Context: an optimization exercise on an open-source flow, tuned for small area, a short achievable clock period and few clock cycles per item. The choices shown serve that exercise and are no tape-out recipe.
In this exercise RTL edits were held to simulation tests only and were not proved equivalent to the original.
Power and IR drop assume default switching activity.

## run.sh

```bash
#!/bin/bash
# synth_recipe.tcl (not shown) runs the flow's synth.tcl, then flattens the netlist and writes it again
# the make line also repeats each setting of config.mk as NAME=value (left out here)
make -C /OpenROAD-flow-scripts/flow DESIGN_CONFIG=/design/flow/config.mk WORK_HOME=/design/flow/orfs CLKGATE_MAP_FILE= SYNTH_SCRIPT=/design/flow/synth_recipe.tcl finish
```

## constraint.sdc

```tcl
create_clock -name core_clock -period 8.0 [get_ports {in_clk}]
set_input_delay 1.6000 -clock core_clock [delete_from_list [all_inputs] [get_ports {in_clk}]]
set_output_delay 1.6000 -clock core_clock [all_outputs]
set_load 0.01 [all_outputs]
```

## config.mk

```make
export PLATFORM = sky130hd
export DESIGN_NAME = alu_exec_top
export DESIGN_NICKNAME = alu_exec_top
export VERILOG_FILES = /design/flow/design.v
export SDC_FILE = /design/flow/constraint.sdc
export NUM_CORES = 4
export LEC_CHECK = 0
export CAP_MARGIN = 20
export CELL_PAD_IN_SITES_DETAIL_PLACEMENT = 2
export CELL_PAD_IN_SITES_GLOBAL_PLACEMENT = 4
export CORE_MARGIN = 2
export CORE_UTILIZATION = 25
export PLACE_DENSITY = 0.5
export SLEW_MARGIN = 20
```

## design.v

```verilog
package alu_pkg;
  localparam int XLEN       = 32;
  localparam int REG_ADDR_W = 5;
  localparam int NUM_REGS   = 32;
  localparam int                    APB_ADDR_W    = 12;
  localparam logic [APB_ADDR_W-1:0] ADDR_INSTR    = 12'h000;
  localparam logic [APB_ADDR_W-1:0] ADDR_REG_BASE = 12'h080;
  localparam logic [6:0] OPC_OP_IMM = 7'b0010011;
  localparam logic [6:0] OPC_OP     = 7'b0110011;
  localparam logic [6:0] OPC_LUI    = 7'b0110111;
  localparam logic [2:0] F3_ADD_SUB = 3'b000;
  localparam logic [2:0] F3_SLL     = 3'b001;
  localparam logic [2:0] F3_SLT     = 3'b010;
  localparam logic [2:0] F3_SLTU    = 3'b011;
  localparam logic [2:0] F3_XOR     = 3'b100;
  localparam logic [2:0] F3_SR      = 3'b101;
  localparam logic [2:0] F3_OR      = 3'b110;
  localparam logic [2:0] F3_AND     = 3'b111;
  localparam logic [6:0] F7_BASE = 7'b0000000;
  localparam logic [6:0] F7_ALT  = 7'b0100000;
  localparam int                  ALU_OP_W   = 4;
  localparam logic [ALU_OP_W-1:0] ALU_ADD    = 4'd0;
  localparam logic [ALU_OP_W-1:0] ALU_SUB    = 4'd1;
  localparam logic [ALU_OP_W-1:0] ALU_SLL    = 4'd2;
  localparam logic [ALU_OP_W-1:0] ALU_SLT    = 4'd3;
  localparam logic [ALU_OP_W-1:0] ALU_SLTU   = 4'd4;
  localparam logic [ALU_OP_W-1:0] ALU_XOR    = 4'd5;
  localparam logic [ALU_OP_W-1:0] ALU_OR     = 4'd6;
  localparam logic [ALU_OP_W-1:0] ALU_AND    = 4'd7;
  localparam logic [ALU_OP_W-1:0] ALU_SRL    = 4'd8;
  localparam logic [ALU_OP_W-1:0] ALU_SRA    = 4'd9;
  localparam logic [ALU_OP_W-1:0] ALU_PASS_B = 4'd10;
  typedef union packed {
    struct packed {
      logic [6:0] funct7;
      logic [4:0] rs2;
      logic [4:0] rs1;
      logic [2:0] funct3;
      logic [4:0] rd;
      logic [6:0] opcode;
    } r;
    struct packed {
      logic [11:0] imm12;
      logic [4:0]  rs1;
      logic [2:0]  funct3;
      logic [4:0]  rd;
      logic [6:0]  opcode;
    } i;
    struct packed {
      logic [19:0] imm20;
      logic [4:0]  rd;
      logic [6:0]  opcode;
    } u;
  } instr_u;
endpackage
`timescale 1ns/10ps
module alu_regfile (
  input  logic                           in_clk,
  input  logic                           in_rst,
  input  logic [alu_pkg::REG_ADDR_W-1:0] raddr_1_i,
  input  logic [alu_pkg::REG_ADDR_W-1:0] raddr_2_i,
  input  logic [alu_pkg::REG_ADDR_W-1:0] raddr_3_i,
  input  logic                           wb_en_i,
  input  logic [alu_pkg::REG_ADDR_W-1:0] wb_addr_i,
  input  logic [alu_pkg::XLEN-1:0]       wb_data_i,
  input  logic                           bus_en_i,
  input  logic [alu_pkg::REG_ADDR_W-1:0] bus_addr_i,
  input  logic [alu_pkg::XLEN-1:0]       bus_data_i,
  output logic [alu_pkg::XLEN-1:0]       rdata_1_o,
  output logic [alu_pkg::XLEN-1:0]       rdata_2_o,
  output logic [alu_pkg::XLEN-1:0]       rdata_3_o
);
  logic [alu_pkg::XLEN-1:0] regs [1:alu_pkg::NUM_REGS-1];
  always_ff @(posedge in_clk or negedge in_rst) begin
    if (!in_rst) begin
      for (int i = 1; i < alu_pkg::NUM_REGS; i++) begin
        regs[i] <= '0;
      end
    end else if (wb_en_i) begin
      if (wb_addr_i != '0) begin
        regs[wb_addr_i] <= wb_data_i;
      end
    end else if (bus_en_i && bus_addr_i != '0) begin
      regs[bus_addr_i] <= bus_data_i;
    end
  end
  assign rdata_1_o = (raddr_1_i == '0) ? '0 : regs[raddr_1_i];
  assign rdata_2_o = (raddr_2_i == '0) ? '0 : regs[raddr_2_i];
  assign rdata_3_o = (raddr_3_i == '0) ? '0 : regs[raddr_3_i];
endmodule
`timescale 1ns/10ps
module alu_decoder (
  input  alu_pkg::instr_u                instr_i,
  output logic [alu_pkg::ALU_OP_W-1:0]   alu_op_o,
  output logic [alu_pkg::REG_ADDR_W-1:0] rs1_o,
  output logic [alu_pkg::REG_ADDR_W-1:0] rs2_o,
  output logic [alu_pkg::REG_ADDR_W-1:0] rd_o,
  output logic [alu_pkg::XLEN-1:0]       imm_o,
  output logic                           use_imm_o,
  output logic                           illegal_o
);
  assign rs1_o = instr_i.r.rs1;
  assign rs2_o = instr_i.r.rs2;
  assign rd_o  = instr_i.r.rd;
  always_comb begin
    alu_op_o  = alu_pkg::ALU_ADD;
    imm_o     = '0;
    use_imm_o = 1'b0;
    illegal_o = 1'b1;
    case (instr_i.r.opcode)
      alu_pkg::OPC_LUI: begin
        alu_op_o  = alu_pkg::ALU_PASS_B;
        imm_o     = {instr_i.u.imm20, 12'b0};
        use_imm_o = 1'b1;
        illegal_o = 1'b0;
      end
      alu_pkg::OPC_OP_IMM: begin
        imm_o     = {{(alu_pkg::XLEN-12){instr_i.i.imm12[11]}}, instr_i.i.imm12};
        use_imm_o = 1'b1;
        illegal_o = 1'b0;
        case (instr_i.i.funct3)
          alu_pkg::F3_ADD_SUB: alu_op_o = alu_pkg::ALU_ADD;
          alu_pkg::F3_SLT:     alu_op_o = alu_pkg::ALU_SLT;
          alu_pkg::F3_SLTU:    alu_op_o = alu_pkg::ALU_SLTU;
          alu_pkg::F3_XOR:     alu_op_o = alu_pkg::ALU_XOR;
          alu_pkg::F3_OR:      alu_op_o = alu_pkg::ALU_OR;
          alu_pkg::F3_AND:     alu_op_o = alu_pkg::ALU_AND;
          alu_pkg::F3_SLL: begin
            alu_op_o  = alu_pkg::ALU_SLL;
            illegal_o = (instr_i.i.imm12[11:5] != alu_pkg::F7_BASE);
          end
          default: begin
            if (instr_i.i.imm12[11:5] == alu_pkg::F7_BASE) begin
              alu_op_o = alu_pkg::ALU_SRL;
            end else if (instr_i.i.imm12[11:5] == alu_pkg::F7_ALT) begin
              alu_op_o = alu_pkg::ALU_SRA;
            end else begin
              illegal_o = 1'b1;
            end
          end
        endcase
      end
      alu_pkg::OPC_OP: begin
        illegal_o = 1'b0;
        case ({instr_i.r.funct7, instr_i.r.funct3})
          {alu_pkg::F7_BASE, alu_pkg::F3_ADD_SUB}: alu_op_o = alu_pkg::ALU_ADD;
          {alu_pkg::F7_ALT, alu_pkg::F3_ADD_SUB}:  alu_op_o = alu_pkg::ALU_SUB;
          {alu_pkg::F7_BASE, alu_pkg::F3_SLL}:     alu_op_o = alu_pkg::ALU_SLL;
          {alu_pkg::F7_BASE, alu_pkg::F3_SLT}:     alu_op_o = alu_pkg::ALU_SLT;
          {alu_pkg::F7_BASE, alu_pkg::F3_SLTU}:    alu_op_o = alu_pkg::ALU_SLTU;
          default:                                 illegal_o = 1'b1;
        endcase
      end
      default: begin
        illegal_o = 1'b1;
      end
    endcase
  end
endmodule
`timescale 1ns/10ps
module alu_execute (
  input  logic                           in_clk,
  input  logic                           in_rst,
  input  logic                           issue_i,
  input  logic [alu_pkg::ALU_OP_W-1:0]   alu_op_i,
  input  logic [alu_pkg::REG_ADDR_W-1:0] rs1_i,
  input  logic [alu_pkg::REG_ADDR_W-1:0] rs2_i,
  input  logic [alu_pkg::REG_ADDR_W-1:0] rd_i,
  input  logic [alu_pkg::XLEN-1:0]       imm_i,
  input  logic                           use_imm_i,
  input  logic [alu_pkg::XLEN-1:0]       rdata_1_i,
  input  logic [alu_pkg::XLEN-1:0]       rdata_2_i,
  output logic [alu_pkg::REG_ADDR_W-1:0] raddr_1_o,
  output logic [alu_pkg::REG_ADDR_W-1:0] raddr_2_o,
  output logic                           wb_valid_o,
  output logic [alu_pkg::REG_ADDR_W-1:0] wb_addr_o,
  output logic [alu_pkg::XLEN-1:0]       wb_data_o
);
  logic                           op_valid;
  logic [alu_pkg::ALU_OP_W-1:0]   op_q;
  logic [alu_pkg::REG_ADDR_W-1:0] rd_q;
  logic [alu_pkg::XLEN-1:0]       opa_q;
  logic [alu_pkg::XLEN-1:0]       opb_q;
  logic [4:0]                     shamt;
  logic [alu_pkg::XLEN-1:0]       result;
  assign raddr_1_o = rs1_i;
  assign raddr_2_o = rs2_i;
  always_ff @(posedge in_clk or negedge in_rst) begin
    if (!in_rst) begin
      op_valid   <= 1'b0;
      wb_valid_o <= 1'b0;
    end else begin
      op_valid   <= issue_i;
      wb_valid_o <= op_valid;
    end
  end
  always_ff @(posedge in_clk) begin
    if (issue_i) begin
      op_q  <= alu_op_i;
      rd_q  <= rd_i;
      opa_q <= rdata_1_i;
      opb_q <= use_imm_i ? imm_i : rdata_2_i;
    end
  end
  assign shamt = opb_q[4:0];
  always_comb begin
    case (op_q)
      alu_pkg::ALU_ADD:    result = opa_q + opb_q;
      alu_pkg::ALU_SUB:    result = opa_q - opb_q;
      alu_pkg::ALU_SLL:    result = opa_q << shamt;
      alu_pkg::ALU_SLT:    result = {{(alu_pkg::XLEN-1){1'b0}}, $signed(opa_q) < $signed(opb_q)};
      alu_pkg::ALU_SLTU:   result = {{(alu_pkg::XLEN-1){1'b0}}, opa_q < opb_q};
      alu_pkg::ALU_XOR:    result = opa_q ^ opb_q;
      alu_pkg::ALU_OR:     result = opa_q | opb_q;
      alu_pkg::ALU_AND:    result = opa_q & opb_q;
      alu_pkg::ALU_SRL:    result = opa_q >> shamt;
      alu_pkg::ALU_SRA:    result = $unsigned($signed(opa_q) >>> shamt);
      alu_pkg::ALU_PASS_B: result = opb_q;
      default:             result = '0;
    endcase
  end
  always_ff @(posedge in_clk) begin
    if (op_valid) begin
      wb_addr_o <= rd_q;
      wb_data_o <= result;
    end
  end
endmodule
`timescale 1ns/10ps
module alu_apb_slave (
  input  logic                            in_clk,
  input  logic                            in_rst,
  input  logic [alu_pkg::APB_ADDR_W-1:0]  paddr_i,
  input  logic                            psel_i,
  input  logic                            penable_i,
  input  logic                            pwrite_i,
  input  logic [alu_pkg::XLEN-1:0]        pwdata_i,
  input  logic                            illegal_i,
  input  logic                            wb_valid_i,
  input  logic [alu_pkg::XLEN-1:0]        reg_rdata_i,
  output logic [alu_pkg::XLEN-1:0]        prdata_o,
  output logic                            pready_o,
  output logic                            pslverr_o,
  output logic                            issue_o,
  output logic                            reg_we_o,
  output logic [alu_pkg::REG_ADDR_W-1:0]  reg_addr_o,
  output logic [alu_pkg::XLEN-1:0]        reg_wdata_o
);
  logic                           access;
  logic                           instr_hit;
  logic                           reg_hit;
  logic                           instr_wr;
  logic                           reg_acc;
  logic                           bad_acc;
  logic                           busy;
  logic [alu_pkg::APB_ADDR_W-1:0] reg_offset;
  assign access = psel_i & penable_i;
  assign instr_hit  = (paddr_i == alu_pkg::ADDR_INSTR);
  assign reg_offset = paddr_i - alu_pkg::ADDR_REG_BASE;
  assign reg_hit    = (paddr_i >= alu_pkg::ADDR_REG_BASE) &&
                      (paddr_i <= alu_pkg::ADDR_REG_BASE + 4 * (alu_pkg::NUM_REGS - 1)) &&
                      (paddr_i[1:0] == 2'b00);
  assign instr_wr = access & instr_hit & pwrite_i;
  assign reg_acc  = access & reg_hit;
  assign bad_acc  = access & ~instr_wr & ~reg_acc;
  assign issue_o = instr_wr & ~illegal_i & ~busy;
  always_ff @(posedge in_clk or negedge in_rst) begin
    if (!in_rst) begin
      busy <= 1'b0;
    end else if (issue_o) begin
      busy <= 1'b1;
    end else if (wb_valid_i) begin
      busy <= 1'b0;
    end
  end
  assign pready_o  = reg_acc | bad_acc | (instr_wr & (illegal_i | wb_valid_i));
  assign pslverr_o = bad_acc | (instr_wr & illegal_i);
  assign reg_we_o    = reg_acc & pwrite_i;
  assign reg_addr_o  = reg_offset[alu_pkg::REG_ADDR_W+1:2];
  assign reg_wdata_o = pwdata_i;
  assign prdata_o    = (reg_acc & ~pwrite_i) ? reg_rdata_i : '0;
endmodule
`timescale 1ns/10ps
module alu_exec_top (
  input  logic                           in_clk,
  input  logic                           in_rst,
  input  logic [alu_pkg::APB_ADDR_W-1:0] paddr_i,
  input  logic                           psel_i,
  input  logic                           penable_i,
  input  logic                           pwrite_i,
  input  logic [alu_pkg::XLEN-1:0]       pwdata_i,
  output logic [alu_pkg::XLEN-1:0]       prdata_o,
  output logic                           pready_o,
  output logic                           pslverr_o
);
  logic                           illegal;
  logic                           issue;
  logic [alu_pkg::ALU_OP_W-1:0]   alu_op;
  logic [alu_pkg::REG_ADDR_W-1:0] rs1;
  logic [alu_pkg::REG_ADDR_W-1:0] rs2;
  logic [alu_pkg::REG_ADDR_W-1:0] rd;
  logic [alu_pkg::XLEN-1:0]       imm;
  logic                           use_imm;
  logic [alu_pkg::REG_ADDR_W-1:0] raddr_1;
  logic [alu_pkg::REG_ADDR_W-1:0] raddr_2;
  logic [alu_pkg::XLEN-1:0]       rdata_1;
  logic [alu_pkg::XLEN-1:0]       rdata_2;
  logic                           wb_valid;
  logic [alu_pkg::REG_ADDR_W-1:0] wb_addr;
  logic [alu_pkg::XLEN-1:0]       wb_data;
  logic                           reg_we;
  logic [alu_pkg::REG_ADDR_W-1:0] reg_addr;
  logic [alu_pkg::XLEN-1:0]       reg_wdata;
  logic [alu_pkg::XLEN-1:0]       reg_rdata;
  alu_apb_slave u_apb_slave (
    .in_clk      (in_clk),
    .in_rst      (in_rst),
    .paddr_i     (paddr_i),
    .psel_i      (psel_i),
    .penable_i   (penable_i),
    .pwrite_i    (pwrite_i),
    .pwdata_i    (pwdata_i),
    .illegal_i   (illegal),
    .wb_valid_i  (wb_valid),
    .reg_rdata_i (reg_rdata),
    .prdata_o    (prdata_o),
    .pready_o    (pready_o),
    .pslverr_o   (pslverr_o),
    .issue_o     (issue),
    .reg_we_o    (reg_we),
    .reg_addr_o  (reg_addr),
    .reg_wdata_o (reg_wdata)
  );
  alu_decoder u_decoder (
    .instr_i   (alu_pkg::instr_u'(pwdata_i)),
    .alu_op_o  (alu_op),
    .rs1_o     (rs1),
    .rs2_o     (rs2),
    .rd_o      (rd),
    .imm_o     (imm),
    .use_imm_o (use_imm),
    .illegal_o (illegal)
  );
  alu_execute u_execute (
    .in_clk     (in_clk),
    .in_rst     (in_rst),
    .issue_i    (issue),
    .alu_op_i   (alu_op),
    .rs1_i      (rs1),
    .rs2_i      (rs2),
    .rd_i       (rd),
    .imm_i      (imm),
    .use_imm_i  (use_imm),
    .rdata_1_i  (rdata_1),
    .rdata_2_i  (rdata_2),
    .raddr_1_o  (raddr_1),
    .raddr_2_o  (raddr_2),
    .wb_valid_o (wb_valid),
    .wb_addr_o  (wb_addr),
    .wb_data_o  (wb_data)
  );
  alu_regfile u_regfile (
    .in_clk     (in_clk),
    .in_rst     (in_rst),
    .raddr_1_i  (raddr_1),
    .raddr_2_i  (raddr_2),
    .raddr_3_i  (reg_addr),
    .wb_en_i    (wb_valid),
    .wb_addr_i  (wb_addr),
    .wb_data_i  (wb_data),
    .bus_en_i   (reg_we),
    .bus_addr_i (reg_addr),
    .bus_data_i (reg_wdata),
    .rdata_1_o  (rdata_1),
    .rdata_2_o  (rdata_2),
    .rdata_3_o  (reg_rdata)
  );
endmodule
```

==> notes.md <==
## routing by layer
| metal | up-vias | global-route usage | wire length [µm] |
|---|---|---|---|
| met1 | 39800 | 0.5434 | 232600 |
| li1 | 28120 | - | - |
| met5 | - | 0.001096 | 296 |
| met2 | 5444 | 0.6098 | 235000 |
| met3 | 1825 | 0.1258 | 56860 |
| met4 | 36 | 0.2422 | 40250 |
## per-stage QoR
stage               cell area, µm²  setup WS (ns)  power (mW)
floorplan                    64800          1.975       5.999
global placement             72130         0.5541       6.616
detailed placement           72280         0.5241       6.627
CTS                          77170         0.5206       13.62
global route                 77280         0.3344       13.85
finish                       77340         0.2840       13.55
## power by group through the flow
stage          clock [mW]  sequential, mW  combinational, mW
3_5_place_dp            0            5.81              0.819
2_1_floorplan           0            5.79              0.207
6_report             6.98            5.71              0.866
4_1_cts              7.09            5.70              0.821
5_1_grt              7.28            5.70              0.860
3_3_place_gp            0            5.81              0.808
## registers in the layout, summed over array words and instances, names as in the netlist
signal and count:
u_execute.wb_addr_o 5, u_regfile.regs 992, u_execute.opb_q 32, u_execute.wb_data_o 32
u_execute.rd_q 5, u_execute.opa_q 32, u_execute.op_valid 1, u_apb_slave.busy 1
u_execute.wb_valid_o 1, u_execute.op_q 4
## cells by family after synthesis
| group | count (synthesis) |
|---|---|
| muxes | 129 |
| xor gates and xnor gates | 27 |
| and+or+nand+nor | 2078 |
| buffers and inverters | 818 |
| DFF | 1105 |
| adders and majority gates | 106 |
| AOI/OAI and AO/OA | 3113 |
## path summary, 6_finish.rpt
path	from	to	slack [ns]	depth (start not counted)
hold / removal	u_execute.rd_q[2]	u_execute.wb_addr_o[2]	0.43	0
max in group asynchronous	in_rst	u_regfile.regs[26][17]	5.54	2
hold reg to reg	u_execute.rd_q[2]	u_execute.wb_addr_o[2]	0.43	0
min in group asynchronous	in_rst	u_regfile.regs[26][6]	0.81	1
setup / recovery	paddr_i[2]	prdata_o[2]	0.28	11
setup reg to reg	u_execute.opa_q[14]	u_execute.wb_data_o[31]	3.18	11
## final cells by class
class / count / share of cell area
clock buffers: 219 / 0.05688
clock inverters: 47 / 0.006293
well taps: 3384 / 0.05474
flip-flops and latches: 1105 / 0.3647
multi-input cells: 5453 / 0.4471
inverters: 96 / 0.004659
repair buffers: 519 / 0.06461
diodes: 30 / 0.0009707
## synthesized netlist by cell type (10+ instances only)
cell type	count	area, µm²
buf_1	45	168.9
or3_1	18	112.6
a31oi_1	13	81.33
or2_2	11	68.82
nand2b_1	32	200.2
nand3_1	141	705.7
a211oi_1	25	187.7
o21bai_1	10	75.07
nor3_1	125	625.6
nor2_1	357	1340
nand2_1	1097	4118
nand3b_1	10	75.07
a22oi_1	546	4099
inv_1	94	352.8
nor2b_1	13	81.33
nor4_1	23	143.9
buf_2	157	785.8
mux4_2	24	540.5
a222oi_1	97	970.9
and3_1	10	62.56
xnor2_1	23	201.4
a21oi_1	261	1306
a221oi_1	386	3381
nand2_2	10	62.56
o21ai_1	621	3108
ha_1	104	1301
nand2_4	10	112.6
a22o_1	366	3206
o31ai_1	12	90.09
o21ai_0	609	3048
o2bb2ai_1	27	236.5
clkbuf_1	516	1937
nand4_1	188	1176
mux2i_1	95	950.9
dfrtp_1	995	24900
edfxtp_1	110	3303
a311oi_1	10	87.58
a21o_1	16	120.1
o211ai_1	26	195.2
mux2_2	10	112.6
==> impl_results.rst <==
.. list-table::
   :header-rows: 1

   * - Metric
     - Value
   * - Result of the run
     - no timing/DRC/antenna violations
   * - Worst endpoint data arrival time
     - 6.12 ns
   * - DP Cell Count
     - 10550
   * - Overall fraction of global-route tracks in use
     - 0.4177
   * - Multi-input logic area
     - 34580 µm²
   * - Final layout net count
     - 7484
   * - Overall overflow remaining after global route
     - 0
   * - Unique masters post-synth
     - 85
   * - Detailed router's first-iteration violation count
     - 11550
   * - Final-report hold violation count
     - 0
   * - Core footprint
     - 257400 µm²
   * - H-tree levels
     - 4
   * - Initial standard-cell utilization of the core
     - 0.2517
   * - Setup TNS Final
     - 0 ns
   * - Post-synthesis average cell area
     - 8.785 µm²
   * - Cell count after synthesis
     - 7376
   * - Number of rows in the core area
     - 186
   * - Top delay family on crit path
     - simple AND/OR/NAND/NOR gates
   * - Number of global-route vias before repair
     - 73570
   * - DRC viols
     - 0
   * - Combinational Power Share
     - 0.064
   * - Root buffer cell
     - clkbuf_16
   * - Share of the yosys chip area belonging to registers
     - 0.4352
   * - Critical path cell sequence
     - clkdlybuf4s50_1 -> nand3b_1 -> nor2_4 -> buf_4 -> a22o_1 -> a221oi_1 -> nand3_1 -> nor3_1 -> buf_4 -> nor2_1 -> clkdlybuf4s50_1
   * - Count of pins over their slew limit
     - 0
   * - Post-synthesis async set-or-reset flop share
     - 0.9005
   * - Compound-Gate Fraction of Synth Area
     - 0.3237
   * - Post-detailed-route count of antenna-violating nets
     - 0
   * - Largest net degree at the start of global routing
     - 128
   * - Tmin final
     - 7.716 ns
   * - CP Launch Type
     - input pin
   * - Leakage Power
     - 30.76 nW
   * - Hold slack final
     - 0.4272 ns
   * - Initial antenna violation count
     - 69
   * - CTS tree
     - yes
   * - Number of optimization iterations in the first detailed-route pass
     - 9
   * - Setup Crit Path Kind
     - in2out
   * - Skew-Pair Late Insertion Delay
     - 0.87 ns
   * - Maximum resistive drop on vdd
     - 0.1670 mV
   * - Net switching component of the power
     - 3.653 mW
   * - Buf/Inv on CP
     - 4
   * - Layout Skew
     - 0.08516 ns
   * - # Post-CTS Setup Buffers
     - 0
   * - Highest clock frequency the design can meet
     - 129.6 MHz
   * - Share of the clock period used by the worst path
     - 0.9645
   * - EDFF count, synth
     - 110
   * - Clock power frac
     - 0.515
   * - Internal power contribution
     - 9.899 mW
   * - Avg Vias per Cell
     - 6.931
   * - Number of clock buffers inserted by TritonCTS
     - 154
   * - Post-CTS sizing
     - 0
   * - Required @ worst endpoint
     - 6.40 ns
   * - CTS Hold Buffers Added
     - 0
   * - Count of buffers inserted at the top-level ports
     - 82
   * - Register clock-pin slew on the reported worst setup and hold paths
     - 0.06 ns
   * - Sequential group share of total power
     - 0.421
   * - Critical path's largest stage delay
     - 1.02 ns
   * - Xor/xnor cell area share of the yosys netlist
     - 0.003650
   * - Post-synthesis mux area share
     - 0.02476
   * - Maximum count of clock buffers along a single path
     - 4
   * - Top-level I/O count
     - 83
   * - Share of final-layout standard cells stronger than drive strength 1
     - 0.1217
   * - Area taken by flip-flops and latches
     - 28210 µm²
   * - Number of fillers in the final layout
     - 28400
   * - Most common cell after layout, fill and taps aside
     - nand2_1
   * - Main combinational cell family by area after synthesis
     - compound AO/OA/AOI/OAI gates
   * - Setup violation total in the final timing report
     - 0
   * - Number of warnings reported in the yosys synthesis log
     - 5
   * - Switch share
     - 0.2696
   * - Via count
     - 75230
   * - Count of maximum capacitance violations
     - 0
   * - Cell with the largest stage delay on the worst path
     - nor2_4
   * - Netlist area before placement
     - 64800 µm²
   * - Slew margin rel.
     - 0.1430
   * - Worst-path maximum fanout
     - 14
   * - Crit path capture type
     - primary output
   * - Count of state elements after synthesis
     - 1105
   * - Die Y-Extent
     - 513.1 µm
   * - Pin slew with the least headroom to its limit
     - 1.282 ns
   * - Detailed-route wire length per cell
     - 52.06 µm
   * - Die Outline Area
     - 263300 µm²
   * - Ys flop type
     - dfrtp_1
   * - Synthesized net count
     - 7531
   * - Estimated wirelength of the detail-placed design
     - 387000 µm
   * - Total power density per cell area
     - 175.2 nW/µm²
   * - Unrepaired setup endpoints after global routing
     - false
   * - Post-Route Utilization
     - 0.3005
   * - Most frequent cells in the layout
     - nand2_1 (1087), dfrtp_1 (993), o21ai_1 (621)
   * - Clock Sink Count
     - 1105
   * - GP Congestion
     - 0.9763
   * - Routed wire length
     - 565000 µm
   * - Relative area change from synthesis to final layout
     - 19.36%
   * - Number of standard cells in the final layout excluding fillers
     - 10850
   * - Post-Synth Simple-Gate Area
     - 0.1411
   * - DIE WIDTH
     - 513.1 µm
   * - Global-route wire length before repair
     - 741900 µm
   * - Type of the most critical hold path
     - reg2reg
   * - Fraction of the mapped netlist area in adder cells
     - 0.02070
Testbench counts, summed over its fixed seeds: cycles 79,098, transfers 24,504.

## separate check: timing with driven ports
The flow's constraints put no driver on any port. The routed layout listed below was extracted and timed again, unchanged, in two steps. Step 1: set_driving_cell puts a clkbuf_16 on in_clk and a buf_2 on each other input, an assumption about the parent block. Step 2 times the ports against the registers' clock, not the clock port: input delays grow and output delays shrink by t, the midpoint of the rising clock arrivals with the driver on. Slacks: ideal ports / drivers / drivers and shift; pairs: ideal ports / drivers.
shift t [ns]: 0.921
setup slack, ns: 0.284 / 0.146 / 0.146
hold WS [ns]: 0.427 / 0.427 / 0.427
clock arrival spread, ns: 0.086 / 0.086
worst register clock-pin slew, ns: 0.07 / 0.07
After both steps setup and hold are still met in this run. For this run, drivers alone change the setup slack by -0.138 ns; drivers and shift together by -0.138 ns.
